Context: an optimization exercise on an open-source flow, tuned for small area, a short achievable clock period and few clock cycles per item. The choices shown serve that exercise and are no tape-out recipe.

==> inputs of job 8846 <==
==> flow/design.v <==
package systolic_pkg;
   typedef enum logic [1:0] {
      IDLE  = 2'd0,
      LOAD  = 2'd1,
      DRAIN = 2'd2,
      DONE  = 2'd3
   } state_e;
   function automatic integer clog2(input integer value);
      clog2 = $clog2(value);
   endfunction
   function automatic integer acc_width(input integer data_width, input integer size);
      acc_width = (2 * data_width) + $clog2(size);
   endfunction
endpackage
module systolic_pe_acc (
   input  logic [7:0]  a,
   input  logic [3:0]  one,
   input  logic [3:0]  two,
   input  logic [3:0]  neg,
   input  logic [17:0] acc_in,
   input  logic [1:0]  cy_in,
   output logic [17:0] sum,
   output logic [1:0]  cy_out
);
   logic pp0_0, pp0_1, pp0_2, pp0_3, pp0_4, pp0_5, pp0_6, pp0_7, pp0_8, pp1_0, pp1_1, pp1_2, pp1_3, pp1_4, pp1_5, pp1_6, pp1_7, pp1_8, pp2_0, pp2_1, pp2_2, pp2_3, pp2_4, pp2_5, pp2_6, pp2_7, pp2_8, pp3_0, pp3_1, pp3_2, pp3_3, pp3_4, pp3_5, pp3_6, pp3_7, pp3_8, s1, c2, s3, c4, s5, c6, s7, c8, s9, c10, s11, c12, s13, c14, s15, c16, s17, c18, s19, c20, s21, c22, s23, c24, s25, c26, s27, c28, s29, c30, s31, c32, s33, c34, s35, c36, s37, c38, s39, c40, s41, c42, s43, c44, s45, c46, s47, c48, s49, c50, s51, c52, s53, c54, s55, c56, s57, c58, s59, c60, s61, c62, s63, c64, s65, c66, s67, c68, s69, c70, s71, c72, s73, c74, s75, c76, s77, c78, s79, c80, s81, c82, s83, c84, s85, c86;
   assign pp0_0 = (one[0] & a[0]) ^ neg[0];
   assign pp0_1 = ((one[0] & a[1]) | (two[0] & a[0])) ^ neg[0];
   assign pp0_2 = ((one[0] & a[2]) | (two[0] & a[1])) ^ neg[0];
   assign pp0_3 = ((one[0] & a[3]) | (two[0] & a[2])) ^ neg[0];
   assign pp0_4 = ((one[0] & a[4]) | (two[0] & a[3])) ^ neg[0];
   assign pp0_5 = ((one[0] & a[5]) | (two[0] & a[4])) ^ neg[0];
   assign pp0_6 = ((one[0] & a[6]) | (two[0] & a[5])) ^ neg[0];
   assign pp0_7 = ((one[0] & a[7]) | (two[0] & a[6])) ^ neg[0];
   assign pp0_8 = ~(((one[0] & a[7]) | (two[0] & a[7])) ^ neg[0]);
   assign pp1_0 = (one[1] & a[0]) ^ neg[1];
   assign pp1_1 = ((one[1] & a[1]) | (two[1] & a[0])) ^ neg[1];
   assign pp1_2 = ((one[1] & a[2]) | (two[1] & a[1])) ^ neg[1];
   assign pp1_3 = ((one[1] & a[3]) | (two[1] & a[2])) ^ neg[1];
   assign pp1_4 = ((one[1] & a[4]) | (two[1] & a[3])) ^ neg[1];
   assign pp1_5 = ((one[1] & a[5]) | (two[1] & a[4])) ^ neg[1];
   assign pp1_6 = ((one[1] & a[6]) | (two[1] & a[5])) ^ neg[1];
   assign pp1_7 = ((one[1] & a[7]) | (two[1] & a[6])) ^ neg[1];
   assign pp1_8 = ~(((one[1] & a[7]) | (two[1] & a[7])) ^ neg[1]);
   assign pp2_0 = (one[2] & a[0]) ^ neg[2];
   assign pp2_1 = ((one[2] & a[1]) | (two[2] & a[0])) ^ neg[2];
   assign pp2_2 = ((one[2] & a[2]) | (two[2] & a[1])) ^ neg[2];
   assign pp2_3 = ((one[2] & a[3]) | (two[2] & a[2])) ^ neg[2];
   assign pp2_4 = ((one[2] & a[4]) | (two[2] & a[3])) ^ neg[2];
   assign pp2_5 = ((one[2] & a[5]) | (two[2] & a[4])) ^ neg[2];
   assign pp2_6 = ((one[2] & a[6]) | (two[2] & a[5])) ^ neg[2];
   assign pp2_7 = ((one[2] & a[7]) | (two[2] & a[6])) ^ neg[2];
   assign pp2_8 = ~(((one[2] & a[7]) | (two[2] & a[7])) ^ neg[2]);
   assign pp3_0 = (one[3] & a[0]) ^ neg[3];
   assign pp3_1 = ((one[3] & a[1]) | (two[3] & a[0])) ^ neg[3];
   assign pp3_2 = ((one[3] & a[2]) | (two[3] & a[1])) ^ neg[3];
   assign pp3_3 = ((one[3] & a[3]) | (two[3] & a[2])) ^ neg[3];
   assign pp3_4 = ((one[3] & a[4]) | (two[3] & a[3])) ^ neg[3];
   assign pp3_5 = ((one[3] & a[5]) | (two[3] & a[4])) ^ neg[3];
   assign pp3_6 = ((one[3] & a[6]) | (two[3] & a[5])) ^ neg[3];
   assign pp3_7 = ((one[3] & a[7]) | (two[3] & a[6])) ^ neg[3];
   assign pp3_8 = ~(((one[3] & a[7]) | (two[3] & a[7])) ^ neg[3]);
   assign s1 = acc_in[4] ^ pp0_4;
   assign c2 = acc_in[4] & pp0_4;
   assign s3 = acc_in[5] ^ pp0_5;
   assign c4 = acc_in[5] & pp0_5;
   assign s5 = acc_in[6] ^ pp0_6 ^ pp1_4;
   assign c6 = (acc_in[6] & pp0_6) | (acc_in[6] & pp1_4) | (pp0_6 & pp1_4);
   assign s7 = pp2_2 ^ pp3_0;
   assign c8 = pp2_2 & pp3_0;
   assign s9 = acc_in[7] ^ cy_in[0] ^ pp0_7;
   assign c10 = (acc_in[7] & cy_in[0]) | (acc_in[7] & pp0_7) | (cy_in[0] & pp0_7);
   assign s11 = pp1_5 ^ pp2_3 ^ pp3_1;
   assign c12 = (pp1_5 & pp2_3) | (pp1_5 & pp3_1) | (pp2_3 & pp3_1);
   assign s13 = acc_in[8] ^ pp0_8 ^ pp1_6;
   assign c14 = (acc_in[8] & pp0_8) | (acc_in[8] & pp1_6) | (pp0_8 & pp1_6);
   assign s15 = pp2_4 ^ pp3_2 ^ 1'b1;
   assign c16 = (pp2_4 & pp3_2) | (pp2_4 & 1'b1) | (pp3_2 & 1'b1);
   assign s17 = acc_in[9] ^ pp1_7 ^ pp2_5;
   assign c18 = (acc_in[9] & pp1_7) | (acc_in[9] & pp2_5) | (pp1_7 & pp2_5);
   assign s19 = pp3_3 ^ 1'b1;
   assign c20 = pp3_3 & 1'b1;
   assign s21 = acc_in[10] ^ pp1_8 ^ pp2_6;
   assign c22 = (acc_in[10] & pp1_8) | (acc_in[10] & pp2_6) | (pp1_8 & pp2_6);
   assign s23 = acc_in[11] ^ pp2_7;
   assign c24 = acc_in[11] & pp2_7;
   assign s25 = acc_in[12] ^ cy_in[1];
   assign c26 = acc_in[12] & cy_in[1];
   assign s27 = acc_in[2] ^ pp0_2;
   assign c28 = acc_in[2] & pp0_2;
   assign s29 = acc_in[3] ^ pp0_3;
   assign c30 = acc_in[3] & pp0_3;
   assign s31 = s1 ^ pp1_2 ^ pp2_0;
   assign c32 = (s1 & pp1_2) | (s1 & pp2_0) | (pp1_2 & pp2_0);
   assign s33 = c2 ^ s3 ^ pp1_3;
   assign c34 = (c2 & s3) | (c2 & pp1_3) | (s3 & pp1_3);
   assign s35 = c4 ^ s5 ^ s7;
   assign c36 = (c4 & s5) | (c4 & s7) | (s5 & s7);
   assign s37 = c6 ^ c8 ^ s9;
   assign c38 = (c6 & c8) | (c6 & s9) | (c8 & s9);
   assign s39 = c10 ^ c12 ^ s13;
   assign c40 = (c10 & c12) | (c10 & s13) | (c12 & s13);
   assign s41 = c14 ^ c16 ^ s17;
   assign c42 = (c14 & c16) | (c14 & s17) | (c16 & s17);
   assign s43 = c18 ^ c20 ^ s21;
   assign c44 = (c18 & c20) | (c18 & s21) | (c20 & s21);
   assign s45 = c22 ^ s23 ^ pp3_5;
   assign c46 = (c22 & s23) | (c22 & pp3_5) | (s23 & pp3_5);
   assign s47 = c24 ^ s25 ^ pp2_8;
   assign c48 = (c24 & s25) | (c24 & pp2_8) | (s25 & pp2_8);
   assign s49 = c26 ^ acc_in[13] ^ pp3_7;
   assign c50 = (c26 & acc_in[13]) | (c26 & pp3_7) | (acc_in[13] & pp3_7);
   assign s51 = acc_in[0] ^ pp0_0;
   assign c52 = acc_in[0] & pp0_0;
   assign s53 = acc_in[1] ^ pp0_1;
   assign c54 = acc_in[1] & pp0_1;
   assign s55 = s27 ^ pp1_0 ^ neg[1];
   assign c56 = (s27 & pp1_0) | (s27 & neg[1]) | (pp1_0 & neg[1]);
   assign s57 = c28 ^ s29 ^ pp1_1;
   assign c58 = (c28 & s29) | (c28 & pp1_1) | (s29 & pp1_1);
   assign s59 = c30 ^ s31 ^ neg[2];
   assign c60 = (c30 & s31) | (c30 & neg[2]) | (s31 & neg[2]);
   assign s61 = c32 ^ s33 ^ pp2_1;
   assign c62 = (c32 & s33) | (c32 & pp2_1) | (s33 & pp2_1);
   assign s63 = c34 ^ s35 ^ neg[3];
   assign c64 = (c34 & s35) | (c34 & neg[3]) | (s35 & neg[3]);
   assign s65 = c36 ^ s37 ^ s11;
   assign c66 = (c36 & s37) | (c36 & s11) | (s37 & s11);
   assign s67 = c38 ^ s39 ^ s15;
   assign c68 = (c38 & s39) | (c38 & s15) | (s39 & s15);
   assign s69 = c40 ^ s41 ^ s19;
   assign c70 = (c40 & s41) | (c40 & s19) | (s41 & s19);
   assign s71 = c42 ^ s43 ^ pp3_4;
   assign c72 = (c42 & s43) | (c42 & pp3_4) | (s43 & pp3_4);
   assign s73 = c44 ^ s45 ^ 1'b1;
   assign c74 = (c44 & s45) | (c44 & 1'b1) | (s45 & 1'b1);
   assign s75 = c46 ^ s47 ^ pp3_6;
   assign c76 = (c46 & s47) | (c46 & pp3_6) | (s47 & pp3_6);
   assign s77 = c48 ^ s49 ^ 1'b1;
   assign c78 = (c48 & s49) | (c48 & 1'b1) | (s49 & 1'b1);
   assign s79 = c50 ^ acc_in[14] ^ pp3_8;
   assign c80 = (c50 & acc_in[14]) | (c50 & pp3_8) | (acc_in[14] & pp3_8);
   assign s81 = acc_in[15] ^ 1'b1;
   assign c82 = acc_in[15] & 1'b1;
   assign s83 = acc_in[16] ^ 1'b1;
   assign c84 = acc_in[16] & 1'b1;
   assign s85 = acc_in[17] ^ 1'b1;
   assign c86 = acc_in[17] & 1'b1;
   assign {cy_out[0], sum[6:0]} = 8'({c62, c60, c58, c56, c54, c52, s51}) + 8'({s63, s61, s59, s57, s55, s53, neg[0]});
   assign {cy_out[1], sum[11:7]} = 6'({c72, c70, c68, c66, c64}) + 6'({s73, s71, s69, s67, s65});
   assign sum[17:12] = {c84, c82, c80, c78, c76, c74} + {s85, s83, s81, s79, s77, s75};
endmodule
module systolic_mm_engine (
   input  logic         clk,
   input  logic         rst,
   input  logic         in_valid,
   output logic         in_ready,
   input  logic [31:0]  a_col,
   input  logic [31:0]  b_row,
   output logic         out_valid,
   input  logic         out_ready,
   output logic [287:0] c,
   output logic         busy
);
   logic [1:0]   kcnt_q;       
   logic         v1_q;         
   logic         first1_q;     
   logic         last1_q;      
   logic         ov_q;         
   logic [31:0]  a1_q;
   logic [287:0] acc_q;
   logic stall, accept, fire;
   assign stall    = v1_q & ov_q & ~out_ready;
   assign in_ready = ~stall;
   assign accept   = in_valid & ~stall;
   assign fire     = v1_q & ~stall;
   always_ff @(posedge clk or negedge rst) begin
      if (!rst) begin
         kcnt_q   <= 2'd0;
         v1_q     <= 1'b0;
         first1_q <= 1'b0;
         last1_q  <= 1'b0;
         ov_q     <= 1'b0;
      end else begin
         if (accept) kcnt_q <= kcnt_q + 2'd1;
         if (!stall) begin
            v1_q     <= accept;
            first1_q <= (kcnt_q == 2'd0);
            last1_q  <= (kcnt_q == 2'd3);
         end
         if (fire && last1_q) ov_q <= 1'b1;
         else if (out_ready)  ov_q <= 1'b0;
      end
   end
   logic [47:0] bd_s;     
   logic [47:0] bd1_q;
   for (genvar j = 0; j < 4; j++) begin : g_enc
      logic [8:0] bx;
      assign bx = {b_row[j*8 +: 8], 1'b0};
      for (genvar k = 0; k < 4; k++) begin : g_dig
         assign bd_s[(j*4+k)*3 + 2] = bx[2*k+2];
         assign bd_s[(j*4+k)*3 + 0] = bx[2*k+1] ^ bx[2*k];
         assign bd_s[(j*4+k)*3 + 1] = (bx[2*k+2] & ~bx[2*k+1] & ~bx[2*k]) |
                                      (~bx[2*k+2] & bx[2*k+1] & bx[2*k]);
      end
   end
   always_ff @(posedge clk) begin
      if (!stall) begin
         a1_q  <= a_col;
         bd1_q <= bd_s;
      end
   end
   logic [3:0] one_s [4];
   logic [3:0] two_s [4];
   logic [3:0] neg_s [4];
   for (genvar j = 0; j < 4; j++) begin : g_dig1
      for (genvar k = 0; k < 4; k++) begin : g_k
         assign one_s[j][k] = bd1_q[(j*4+k)*3 + 0];
         assign two_s[j][k] = bd1_q[(j*4+k)*3 + 1];
         assign neg_s[j][k] = bd1_q[(j*4+k)*3 + 2];
      end
   end
   for (genvar i = 0; i < 4; i++) begin : g_row
      for (genvar j = 0; j < 4; j++) begin : g_col
         localparam int IDX = (i*4 + j) * 18;
         logic [17:0] acc_in, sum;
         logic [1:0]  cy_q, cy_in, cy_out;
         assign acc_in = first1_q ? 18'd0 : acc_q[IDX +: 18];
         assign cy_in  = first1_q ? 2'd0  : cy_q;
         systolic_pe_acc u_pe (
            .a      (a1_q[i*8 +: 8]),
            .one    (one_s[j]),
            .two    (two_s[j]),
            .neg    (neg_s[j]),
            .acc_in (acc_in),
            .cy_in  (cy_in),
            .sum    (sum),
            .cy_out (cy_out)
         );
         always_ff @(posedge clk) begin
            if (fire) begin
               acc_q[IDX +: 18] <= sum;
               cy_q             <= cy_out;
            end
         end
         assign c[IDX +: 18] = acc_q[IDX +: 18] + {5'd0, cy_q[1], 4'd0, cy_q[0], 7'd0};
      end
   end
   assign out_valid = ov_q;
   assign busy      = v1_q | ov_q | (kcnt_q != 2'd0);
endmodule
module systolic_mm_top (
   input  logic         clk,
   input  logic         rst,
   input  logic         in_valid,
   output logic         in_ready,
   input  logic [31:0]  a_col,
   input  logic [31:0]  b_row,
   output logic         out_valid,
   input  logic         out_ready,
   output logic [287:0] c,
   output logic         busy
);
   systolic_mm_engine u_engine (
      .clk       (clk),
      .rst       (rst),
      .in_valid  (in_valid),
      .in_ready  (in_ready),
      .a_col     (a_col),
      .b_row     (b_row),
      .out_valid (out_valid),
      .out_ready (out_ready),
      .c         (c),
      .busy      (busy)
   );
endmodule
==> flow/run.sh <==
#!/bin/bash
# synth_recipe.tcl (not shown) runs the flow's synth.tcl, then flattens the netlist and writes it again
# the make line also repeats each setting of config.mk as NAME=value (left out here)
make -C /OpenROAD-flow-scripts/flow DESIGN_CONFIG=/design/flow/config.mk WORK_HOME=/design/flow/orfs CLKGATE_MAP_FILE= SYNTH_SCRIPT=/design/flow/synth_recipe.tcl finish
==> flow/config.mk <==
export PLATFORM = sky130hd
export DESIGN_NAME = systolic_mm_top
export DESIGN_NICKNAME = systolic_mm_top
export VERILOG_FILES = /design/flow/design.v
export SDC_FILE = /design/flow/constraint.sdc
export NUM_CORES = 4
export LEC_CHECK = 0
export CAP_MARGIN = 20
export CORE_MARGIN = 2
export CORE_UTILIZATION = 60
export SETUP_SLACK_MARGIN = 3
export SLEW_MARGIN = 20
==> flow/constraint.sdc <==
create_clock -name core_clock -period 7.0 [get_ports {clk}]
set_input_delay 1.4000 -clock core_clock [delete_from_list [all_inputs] [get_ports {clk}]]
set_output_delay 1.4000 -clock core_clock [all_outputs]
set_load 0.01 [all_outputs]
==> job 6490 (differences from job 8846) <==
--- a/flow/config.mk
+++ b/flow/config.mk
@@ -10,3 +10,3 @@
 export CORE_UTILIZATION = 60
-export SETUP_SLACK_MARGIN = 3
+export SETUP_SLACK_MARGIN = 3.5
 export SLEW_MARGIN = 20
==> job 6945 (differences from job 8846) <==
--- a/flow/config.mk
+++ b/flow/config.mk
@@ -9,4 +9,4 @@
 export CORE_MARGIN = 2
-export CORE_UTILIZATION = 60
-export SETUP_SLACK_MARGIN = 3
+export CORE_UTILIZATION = 45
+export SETUP_SLACK_MARGIN = 2
 export SLEW_MARGIN = 20
==> job 4944 (differences from job 8846) <==
--- a/flow/config.mk
+++ b/flow/config.mk
@@ -10,3 +10,3 @@
 export CORE_UTILIZATION = 60
-export SETUP_SLACK_MARGIN = 3
+export SETUP_SLACK_MARGIN = 4
 export SLEW_MARGIN = 20
==> comparison table <==
metric                                                                           job 8846                 job 6945                 job 6490                 job 4944
Outcome                                                           complete, no violations  complete, no violations  complete, no violations  complete, no violations
Number of DRC markers after the initial detailed-route iteration                     3015                     2578                     3435                     3898
Number of global-route vias before repair                                           40400                    38800                    42700                    43100
Length of routed met3 wiring                                                     10700 um                  9570 um                 17700 um                 19100 um
Largest driver fanout on the critical path                                              5                       18                        5                        6
Average routed wire per standard cell                                             23.0 um                  22.0 um                  25.7 um                  25.5 um
Tcrit/Tclk final                                                                    0.571                    0.677                    0.554                    0.573
Post-placement cell count                                                            6308                     6680                     6303                     6309
Max Clock Skew                                                                  0.0220 ns                0.0231 ns                0.0227 ns                0.0237 ns
Element type at the critical path end                                         output port                 register                 register                 register
Fraction of final layout cells sized beyond drive strength 1                        0.106                   0.0438                    0.296                    0.359
Fillers                                                                              6629                    10500                     5395                     4877
First-pass GRT wire length                                                      231000 um                229000 um                254000 um                258000 um
CP required                                                                       5.60 ns                  7.42 ns                  7.39 ns                  7.36 ns
No run of this note included a check of the RTL's function; only the layout flow was run.

-- what the ideal ports hide --
Ports are ideal in the flow. The routed layouts listed here were re-timed in OpenROAD.
Step 1 assumes that a clkbuf_16 drives the clock port and a buf_2 every other input.
Step 2, shift: input delay + t, output delay - t, t = (earliest + latest rising clock arrival at the registers) / 2. This alone moves slack from input paths to output paths.
a / b / c = ideal ports / drivers / drivers and shift; a / b = the first two.
run	t (ns)	slack for setup (ns)	hold slack, ns	worst setup path after step 2	clock arrival spread, ns
job 8846	0.698	3.003 / 2.932 / 3.048	0.503 / 0.503 / 0.503	register to register	0.027 / 0.026
job 6490	0.712	3.122 / 3.101 / 3.122	0.484 / 0.484 / 0.484	register to register	0.022 / 0.023
job 6945	0.725	2.259 / 2.259 / 2.259	0.480 / 0.480 / 0.480	register to register	0.025 / 0.026
job 4944	0.704	2.992 / 2.992 / 2.992	0.474 / 0.474 / 0.474	register to register	0.029 / 0.028
After both steps setup and hold are still met in every run listed.
